Background: an optimization exercise with open tools, aiming at small area. Do not read the settings as production practice.
Only simulation tests tie the RTL to the original design; equivalence was not proved.
Power is estimated from default activity; no workload was simulated.

**flow/design.v**
```verilog
`default_nettype none
package storeBufPkg;
    localparam int numCores = 16;
    localparam int numSlots = 16;
    localparam int wordsPerLine = 4;
    localparam int numRows = numSlots / wordsPerLine;
    localparam int wordWidth = 16;
    localparam int slotWidth = $clog2(numSlots);
    localparam int rowWidth = $clog2(numRows);
    localparam int lineWidth = wordsPerLine * wordWidth;
    typedef logic [wordWidth-1:0] wordT;
    typedef logic [slotWidth-1:0] slotT;
    typedef logic [rowWidth-1:0] rowT;
    typedef logic [lineWidth-1:0] lineDataT;    
    typedef struct packed {
        logic [numSlots-1:0] writeMask;         
        wordT [numSlots-1:0] words;             
    } commitT;
    typedef struct packed {
        rowT row;
        lineDataT data;
    } lineT;
endpackage
`default_nettype wire
`default_nettype none
`timescale 1ns/100ps
module handshakeSlice #(
    parameter int width = 1
) (
    input logic clk,
    input logic rstN,
    input logic inValid,
    output logic inReady,
    input logic [width-1:0] inData,
    output logic outValid,
    input logic outReady,
    output logic [width-1:0] outData
);
    logic loadItem;
    assign inReady = !outValid || outReady;
    assign loadItem = inValid && inReady;
    always_ff @(posedge clk)
    begin
        if (!rstN)
        begin
            outValid <= 1'b0;
            outData <= '0;
        end
        else
        begin
            if (inReady)
            begin
                outValid <= inValid;
            end
            if (loadItem)
            begin
                outData <= inData;
            end
        end
    end
endmodule
`default_nettype wire
`default_nettype none
`timescale 1ns/100ps
module storeMerge (
    input logic clk,
    input logic rstN,
    input logic [storeBufPkg::numCores-1:0] coreEn,
    input storeBufPkg::slotT [storeBufPkg::numCores-1:0] coreAddr,
    input storeBufPkg::wordT [storeBufPkg::numCores-1:0] coreData,
    input logic [storeBufPkg::numCores-1:0] coreMemWr,
    output storeBufPkg::commitT commit,
    output logic commitValid
);
    logic barrier;
    logic anyEnabled;
    storeBufPkg::commitT merged;
    assign barrier = &coreMemWr;                 
    assign anyEnabled = |coreEn;
    always_comb
    begin
        merged = '0;
        for (int c = 0; c < storeBufPkg::numCores; c++)
        begin
            if (coreEn[c])
            begin
                merged.writeMask[coreAddr[c]] = 1'b1;
                merged.words[coreAddr[c]] = coreData[c];
            end
        end
    end
    always_ff @(posedge clk)
    begin
        if (!rstN)
        begin
            commitValid <= 1'b0;
            commit.writeMask <= '0;
        end
        else
        begin
            commitValid <= barrier && anyEnabled;
            commit.writeMask <= barrier ? merged.writeMask : '0;    
        end
        commit.words <= merged.words;
    end
endmodule
`default_nettype wire
`default_nettype none
`timescale 1ns/100ps
module wordBank (
    input logic clk,
    input logic rstN,
    input storeBufPkg::commitT commit,
    input logic commitValid,
    input storeBufPkg::rowT readRow,
    output storeBufPkg::wordT [storeBufPkg::wordsPerLine-1:0] readWords
);
    storeBufPkg::wordT [storeBufPkg::numSlots-1:0] bank;
    always_ff @(posedge clk)
    begin
        if (!rstN)
        begin
            for (int s = 0; s < storeBufPkg::numSlots; s++)
            begin
                bank[s] <= '0;
            end
        end
        else if (commitValid)
        begin
            for (int s = 0; s < storeBufPkg::numSlots; s++)
            begin
                if (commit.writeMask[s])
                begin
                    bank[s] <= commit.words[s];
                end
            end
        end
    end
    always_comb
    begin
        for (int w = 0; w < storeBufPkg::wordsPerLine; w++)
        begin
            readWords[w] = bank[int'(readRow) * storeBufPkg::wordsPerLine + w];
        end
    end
endmodule
`default_nettype wire
`default_nettype none
`timescale 1ns/100ps
module storeBufTop (
    input logic clk,
    input logic rstN,
    input logic [storeBufPkg::numCores-1:0] coreEn,
    input logic [storeBufPkg::numCores*storeBufPkg::slotWidth-1:0] coreAddr,
    input logic [storeBufPkg::numCores*storeBufPkg::wordWidth-1:0] coreData,
    input logic [storeBufPkg::numCores-1:0] coreMemWr,
    input logic flushValid,
    output logic flushReady,
    input storeBufPkg::rowT flushRow,
    output logic lineValid,
    input logic lineReady,
    output storeBufPkg::rowT lineRow,
    output storeBufPkg::lineDataT lineData
);
    storeBufPkg::commitT commit;
    logic commitValid;
    logic reqValid;
    logic reqReady;
    storeBufPkg::rowT reqRow;
    storeBufPkg::wordT [storeBufPkg::wordsPerLine-1:0] readWords;
    storeBufPkg::lineDataT packedWords;
    storeBufPkg::lineT lineIn;
    storeBufPkg::lineT lineOut;
    storeMerge merge (
        .clk(clk),
        .rstN(rstN),
        .coreEn(coreEn),
        .coreAddr(coreAddr),
        .coreData(coreData),
        .coreMemWr(coreMemWr),
        .commit(commit),
        .commitValid(commitValid)
    );
    wordBank bank (
        .clk(clk),
        .rstN(rstN),
        .commit(commit),
        .commitValid(commitValid),
        .readRow(reqRow),
        .readWords(readWords)
    );
    handshakeSlice #(.width(storeBufPkg::rowWidth)) flushReqSlice (
        .clk(clk),
        .rstN(rstN),
        .inValid(flushValid),
        .inReady(flushReady),
        .inData(flushRow),
        .outValid(reqValid),
        .outReady(reqReady),
        .outData(reqRow)
    );
    for (genvar w = 0; w < storeBufPkg::wordsPerLine; w++)
    begin : packLine
        localparam int lsb = (storeBufPkg::wordsPerLine - 1 - w) * storeBufPkg::wordWidth;
        assign packedWords[lsb +: storeBufPkg::wordWidth] = readWords[w];
    end
    assign lineIn = {reqRow, packedWords};
    handshakeSlice #(.width(storeBufPkg::rowWidth + storeBufPkg::lineWidth)) lineSlice (
        .clk(clk),
        .rstN(rstN),
        .inValid(reqValid),
        .inReady(reqReady),
        .inData(lineIn),
        .outValid(lineValid),
        .outReady(lineReady),
        .outData(lineOut)
    );
    assign lineRow = lineOut.row;
    assign lineData = lineOut.data;
endmodule
`default_nettype wire
```
**flow/run.sh**
```bash
#!/bin/bash
# synth_recipe.tcl (not shown) runs the flow's synth.tcl, then flattens the netlist and writes it again
# the make line also repeats each setting of config.mk as NAME=value (left out here)
make -C /OpenROAD-flow-scripts/flow DESIGN_CONFIG=/design/flow/config.mk WORK_HOME=/design/flow/orfs CLKGATE_MAP_FILE= SYNTH_SCRIPT=/design/flow/synth_recipe.tcl finish
```
**flow/config.mk**
```make
export PLATFORM = sky130hd
export DESIGN_NAME = storeBufTop
export DESIGN_NICKNAME = storeBufTop
export VERILOG_FILES = /design/flow/design.v
export SDC_FILE = /design/flow/constraint.sdc
export NUM_CORES = 4
export LEC_CHECK = 0
export CAP_MARGIN = 40
export CORE_MARGIN = 2
export CORE_UTILIZATION = 12
export PLACE_DENSITY = 0.2
export SLEW_MARGIN = 40
```
**flow/constraint.sdc**
```tcl
create_clock -name core_clock -period 8.0 [get_ports {clk}]
set_input_delay 1.6000 -clock core_clock [delete_from_list [all_inputs] [get_ports {clk}]]
set_output_delay 1.6000 -clock core_clock [all_outputs]
set_load 0.01 [all_outputs]
```
==> notes.md <==
-- synth_stat cells, types with 61 or more instances --
library cell / number
sky130_fd_sc_hd__o21ai_0: 773
sky130_fd_sc_hd__mux4_2: 64
sky130_fd_sc_hd__buf_1: 61
sky130_fd_sc_hd__o221ai_1: 203
sky130_fd_sc_hd__and2_1: 122
sky130_fd_sc_hd__o2111ai_1: 64
sky130_fd_sc_hd__a211oi_1: 108
sky130_fd_sc_hd__a32oi_1: 116
sky130_fd_sc_hd__nand3_1: 470
sky130_fd_sc_hd__a222oi_1: 108
sky130_fd_sc_hd__nand4_1: 89
sky130_fd_sc_hd__a31oi_1: 212
sky130_fd_sc_hd__o211ai_1: 176
sky130_fd_sc_hd__a21oi_1: 820
sky130_fd_sc_hd__o22ai_1: 323
sky130_fd_sc_hd__a22oi_1: 184
sky130_fd_sc_hd__dfxtp_1: 599
sky130_fd_sc_hd__nand2_1: 1809
sky130_fd_sc_hd__buf_2: 66
sky130_fd_sc_hd__a221o_1: 67
sky130_fd_sc_hd__and3_1: 117
sky130_fd_sc_hd__inv_1: 80
sky130_fd_sc_hd__nor2_1: 726
sky130_fd_sc_hd__a21boi_0: 336
sky130_fd_sc_hd__a221oi_1: 262
sky130_fd_sc_hd__nor3_1: 207
sky130_fd_sc_hd__clkbuf_1: 927
sky130_fd_sc_hd__ha_1: 86
-- worst max-delay path: cells and delay by family --
| family | cells | cell delay [ns] |
|---|---|---|
| and+or+nand+nor | 4 | 1.45 |
| buffers and inverters | 2 | 1.11 |
| AOI/OAI and AO/OA | 6 | 2.97 |
| adders and majority gates | 1 | 0.40 |
-- sequential cells by signal, summed over array words and instances (netlist names) --
name / flops
bank.bank: 256
flushReqSlice.outData: 2
merge.commitValid: 1
merge.commit: 272
flushReqSlice.outValid: 1
lineSlice.outData: 66
lineSlice.outValid: 1
-- power groups by stage --
stage / logic, W / clock network (W) / registers, W
finish: 0.00596 / 0.00386 / 0.00340
global route: 0.00575 / 0.00409 / 0.00340
CTS: 0.00559 / 0.00403 / 0.00339
detailed placement: 0.00557 / 0 / 0.00346
global placement: 0.00557 / 0 / 0.00347
floorplan: 0.00172 / 0 / 0.00329
-- cells by family after synthesis --
logic type | after synthesis | share of synthesized area, %
adder cells (fa/ha/maj) | 86 | 1.64
AND/OR/NAND/NOR | 3864 | 26.4
multiplexers | 64 | 2.19
flip-flops | 599 | 18.2
AO/OA/AOI/OAI | 4246 | 44.5
buffers and inverters | 1139 | 6.65
XOR/XNOR | 28 | 0.384
-- worst paths after layout --
check / to / slack (ns) / startpoint / cells past startpoint
max: merge.commit[221] / 1.01 / coreAddr[8] / 13
min: bank.bank[56] / 0.41 / merge.commit[56] / 2
max reg2reg: lineSlice.outData[47] / 5.70 / flushReqSlice.outData[0] / 4
min reg2reg: bank.bank[56] / 0.41 / merge.commit[56] / 2
-- area by class of cell --
type | instances | area, um2
timing repair buffer | 1585 | 12700
fill | 63004 | 458000
antenna | 75 | 188
inverter | 80 | 300
multi-input combinational | 8288 | 50900
clock inverter | 39 | 424
tap | 7234 | 9050
clock buffer | 102 | 2200
sequential | 599 | 12000
-- metal layers --
layer	share of wire, %	vias to the layer above	track usage, %
met1	43	53254	44.3
met5	0.032	-	0
met2	40	8060	48.7
li1	-	39738	-
met4	7.8	48	20.9
met3	9.1	1848	8.79
-- per-stage QoR --
step | setup WS (ns) | cells | util (%) | setup TNS [ns]
after global placement | -0.572 | 17746 | 15.4 | -0.572
final | 1.01 | 18002 | 16.1 | 0
after global routing | 0.991 | 17938 | 16.1 | 0
after CTS | 1.25 | 17916 | 16.0 | 0
after detailed placement | 0.479 | 17775 | 15.5 | 0
after floorplan | 3.48 | 10026 | - | 0
-- cells in the final DEF (no fill, tap or decap), types with 89 or more instances in the layout --
cell | Yosys | final
sky130_fd_sc_hd__nand2_1 | 1809 | 1785
sky130_fd_sc_hd__buf_4 | 4 | 1135
sky130_fd_sc_hd__a21oi_1 | 820 | 798
sky130_fd_sc_hd__o21ai_0 | 773 | 715
sky130_fd_sc_hd__nor2_1 | 726 | 673
sky130_fd_sc_hd__dfxtp_1 | 599 | 596
sky130_fd_sc_hd__nand3_1 | 470 | 467
sky130_fd_sc_hd__clkdlybuf4s50_1 | 0 | 349
sky130_fd_sc_hd__a21boi_0 | 336 | 336
sky130_fd_sc_hd__o22ai_1 | 323 | 323
sky130_fd_sc_hd__a221oi_1 | 262 | 257
sky130_fd_sc_hd__o221ai_1 | 203 | 200
sky130_fd_sc_hd__a31oi_1 | 212 | 199
sky130_fd_sc_hd__a22oi_1 | 184 | 184
sky130_fd_sc_hd__nor3_1 | 207 | 178
sky130_fd_sc_hd__o211ai_1 | 176 | 176
sky130_fd_sc_hd__a32oi_1 | 116 | 116
sky130_fd_sc_hd__and3_1 | 117 | 115
sky130_fd_sc_hd__and2_1 | 122 | 110
sky130_fd_sc_hd__a222oi_1 | 108 | 108
sky130_fd_sc_hd__a211oi_1 | 108 | 98
sky130_fd_sc_hd__nand4_1 | 89 | 89
==> summary.log <==
[status] run status complete, no violations
[pwr] share of power burned in registers 25.7%
[yosys] gate count of the mapped netlist 10026
[routing] final antenna-violating net count 0
[sta] upper clock frequency limit 143 MHz
[yosys] portion of synthesized cell area occupied by the leading cell type 18.2%
[critical_path] Crit-path slowest cell sky130_fd_sc_hd__clkdlybuf4s50_1
[routing] routed wirelength normalized by instance count 54.3 um
[global_route] combined global-route utilization of all metal layers 33.7%
[die] cell row count 271
[yosys] cell area after synthesis 0.0658 mm2
[clock_tree] total CTS buffers 82
[pwr] proportion of power drawn by combinational gates 45.1%
[global_route] number of antenna violations at the first check in global routing 156
[critical_path] crit-path cells clkdlybuf4s50_1, nor3_1, ha_1, nand2b_1, a21oi_1, buf_4, nand2_1, nand3b_1, o221ai_1, a221oi_1, o21ai_2, a21oi_1, a21oi_1
[sta] endpoints failing hold 0
[routing] detailed-route wire length 978000 um
[pwr] reported leakage power 28.4 nW
[sta] max-slew violation count 0
[clock_tree] TritonCTS clock tree built
[pwr] cell-internal power 0.00654 W
[critical_path] Setup crit start kind input pin
[sta] shortest clock period the worst path allows after layout 6.99 ns
[clock_tree] number of post-CTS setup repair buffers 0
[critical_path] Arr. time, crit path 7.55 ns
[clock_tree] cts hold-fix bufs 0
[yosys] fraction of the yosys area taken by sequential cells 18.2%
[routing] number of design rule violations left after detail routing 0
[die] overall die height 744 um
[yosys] Synth Net Count 10470
[global_route] number of global-route vias before repair 92790
[clock_tree] Clk Tree Root Cell sky130_fd_sc_hd__clkbuf_16
[sta] setup repair after global routing missed its margin false
[global_route] largest net degree at the start of global routing 156
[die] area of the core 0.545 mm2
[finish] layout cells sized above 1 16.8%
[yosys] Yosys reg bits 599
[critical_path] CP most frequent cell sky130_fd_sc_hd__a21oi_1
[clock_tree] Resized cells post-CTS 0
[place] detailed placer's ending HPWL 802000 um
[routing] drt pass-1 iters 12
[clock_tree] number of clock sinks 599
[routing] via count 102948
[place] DP Area 0.0846 mm2
[run] # Max-Cap Violations 0
[die] top-level port count 426
[finish] area overhead of the layout relative to synthesis 33.4%
[yosys] EDFF count, synth 0
[yosys] cell types with the largest area share after synthesis sky130_fd_sc_hd__dfxtp_1, sky130_fd_sc_hd__nand2_1, sky130_fd_sc_hd__a21oi_1, sky130_fd_sc_hd__o21ai_0, sky130_fd_sc_hd__clkbuf_1
[die] x dimension of the die 744 um
[yosys] Avg Inst Size Synth 6.56 um2
[global_route] wire length of the first global-routing pass 1200000 um
[critical_path] data required time of the worst path 8.56 ns
[global_route] GRT Residual Overflow 0
[pwr] power density over the cells 151 mW/mm2
[critical_path] Critical Path End Type flip-flop
[pwr] fraction of power spent switching nets 50.6%
[sta] share of the clock period used by the worst path after layout 87.3%
[finish] nets@finish 11080
[critical_path] largest driver fanout on the critical path 13
[critical_path] category of the most critical setup path in -> reg
[sta] worst rel slew slack 23.7%
[die] initial core utilization 12.1%
[clock_tree] H-Tree Depth 3
[clock_tree] clock-pin slew on the worst setup and hold paths 0.06 ns
[sta] Final Skew 0.0917 ns
[pwr] NetSw 0.00669 W
[yosys] async set-or-reset flop fraction in the synthesized netlist 0%
[die] die area 0.554 mm2
[pwr] fraction of power consumed by the clock network 29.2%
[finish] Post-Layout Inst Area 0.0877 mm2
[place] final weighted congestion in routability-driven placement 1.04
[yosys] predominant post-synthesis flop cell sky130_fd_sc_hd__dfxtp_1
[place] count of buffers inserted at the top-level ports 425
[routing] initial DRC count 17720
[pwr] Worst VDD drop 0.161 mV
[sta] post-route worst hold slack 0.405 ns
[pwr] Design Power 0.0132 W
[sta] count of final setup violators 0
[yosys] YS warnings 4
[routing] ratio of routed vias to standard cells 5.72
[sta] slew at the pin closest to its max-slew limit 1.12 ns
[yosys] number of different library cells in the post-synthesis netlist 102
[clock_tree] Clock Latency Late Sink 0.82 ns
[critical_path] critical path's largest stage delay 0.80 ns
[yosys] most area-hungry cell type in the Yosys netlist sky130_fd_sc_hd__dfxtp_1
[clock_tree] maximum count of clock buffers along a single path 3
[worst_hold_path] worst min-delay path class reg -> reg

## static timing again, ports no longer ideal
No port has a modelled driver above. Below, the same layout with a new extraction and two added sets of constraints.
Step 1 assumes that a clkbuf_16 drives the clock port and a buf_2 every other input.
Step 2 adds t to the input delays and takes it off the output delays; t is the mean of the earliest and latest rising clock arrival at the registers after step 1. Input paths then give back, and output paths get back, about the clock's delay inside the block.
Three values: no drivers, after step 1, after step 2; two values: the first two.
t (ns): 0.867
setup slack, ns: 1.012 / 1.087 / 0.220
worst hold slack (ns): 0.405 / 0.405 / 0.405
clock arrival spread, ns: 0.112 / 0.112
worst data-port slew with drivers (ns): 0.16
After both steps setup and hold are still met in this run. The setup slack of this run moves by +0.075 ns with the drivers and by -0.792 ns with both steps.
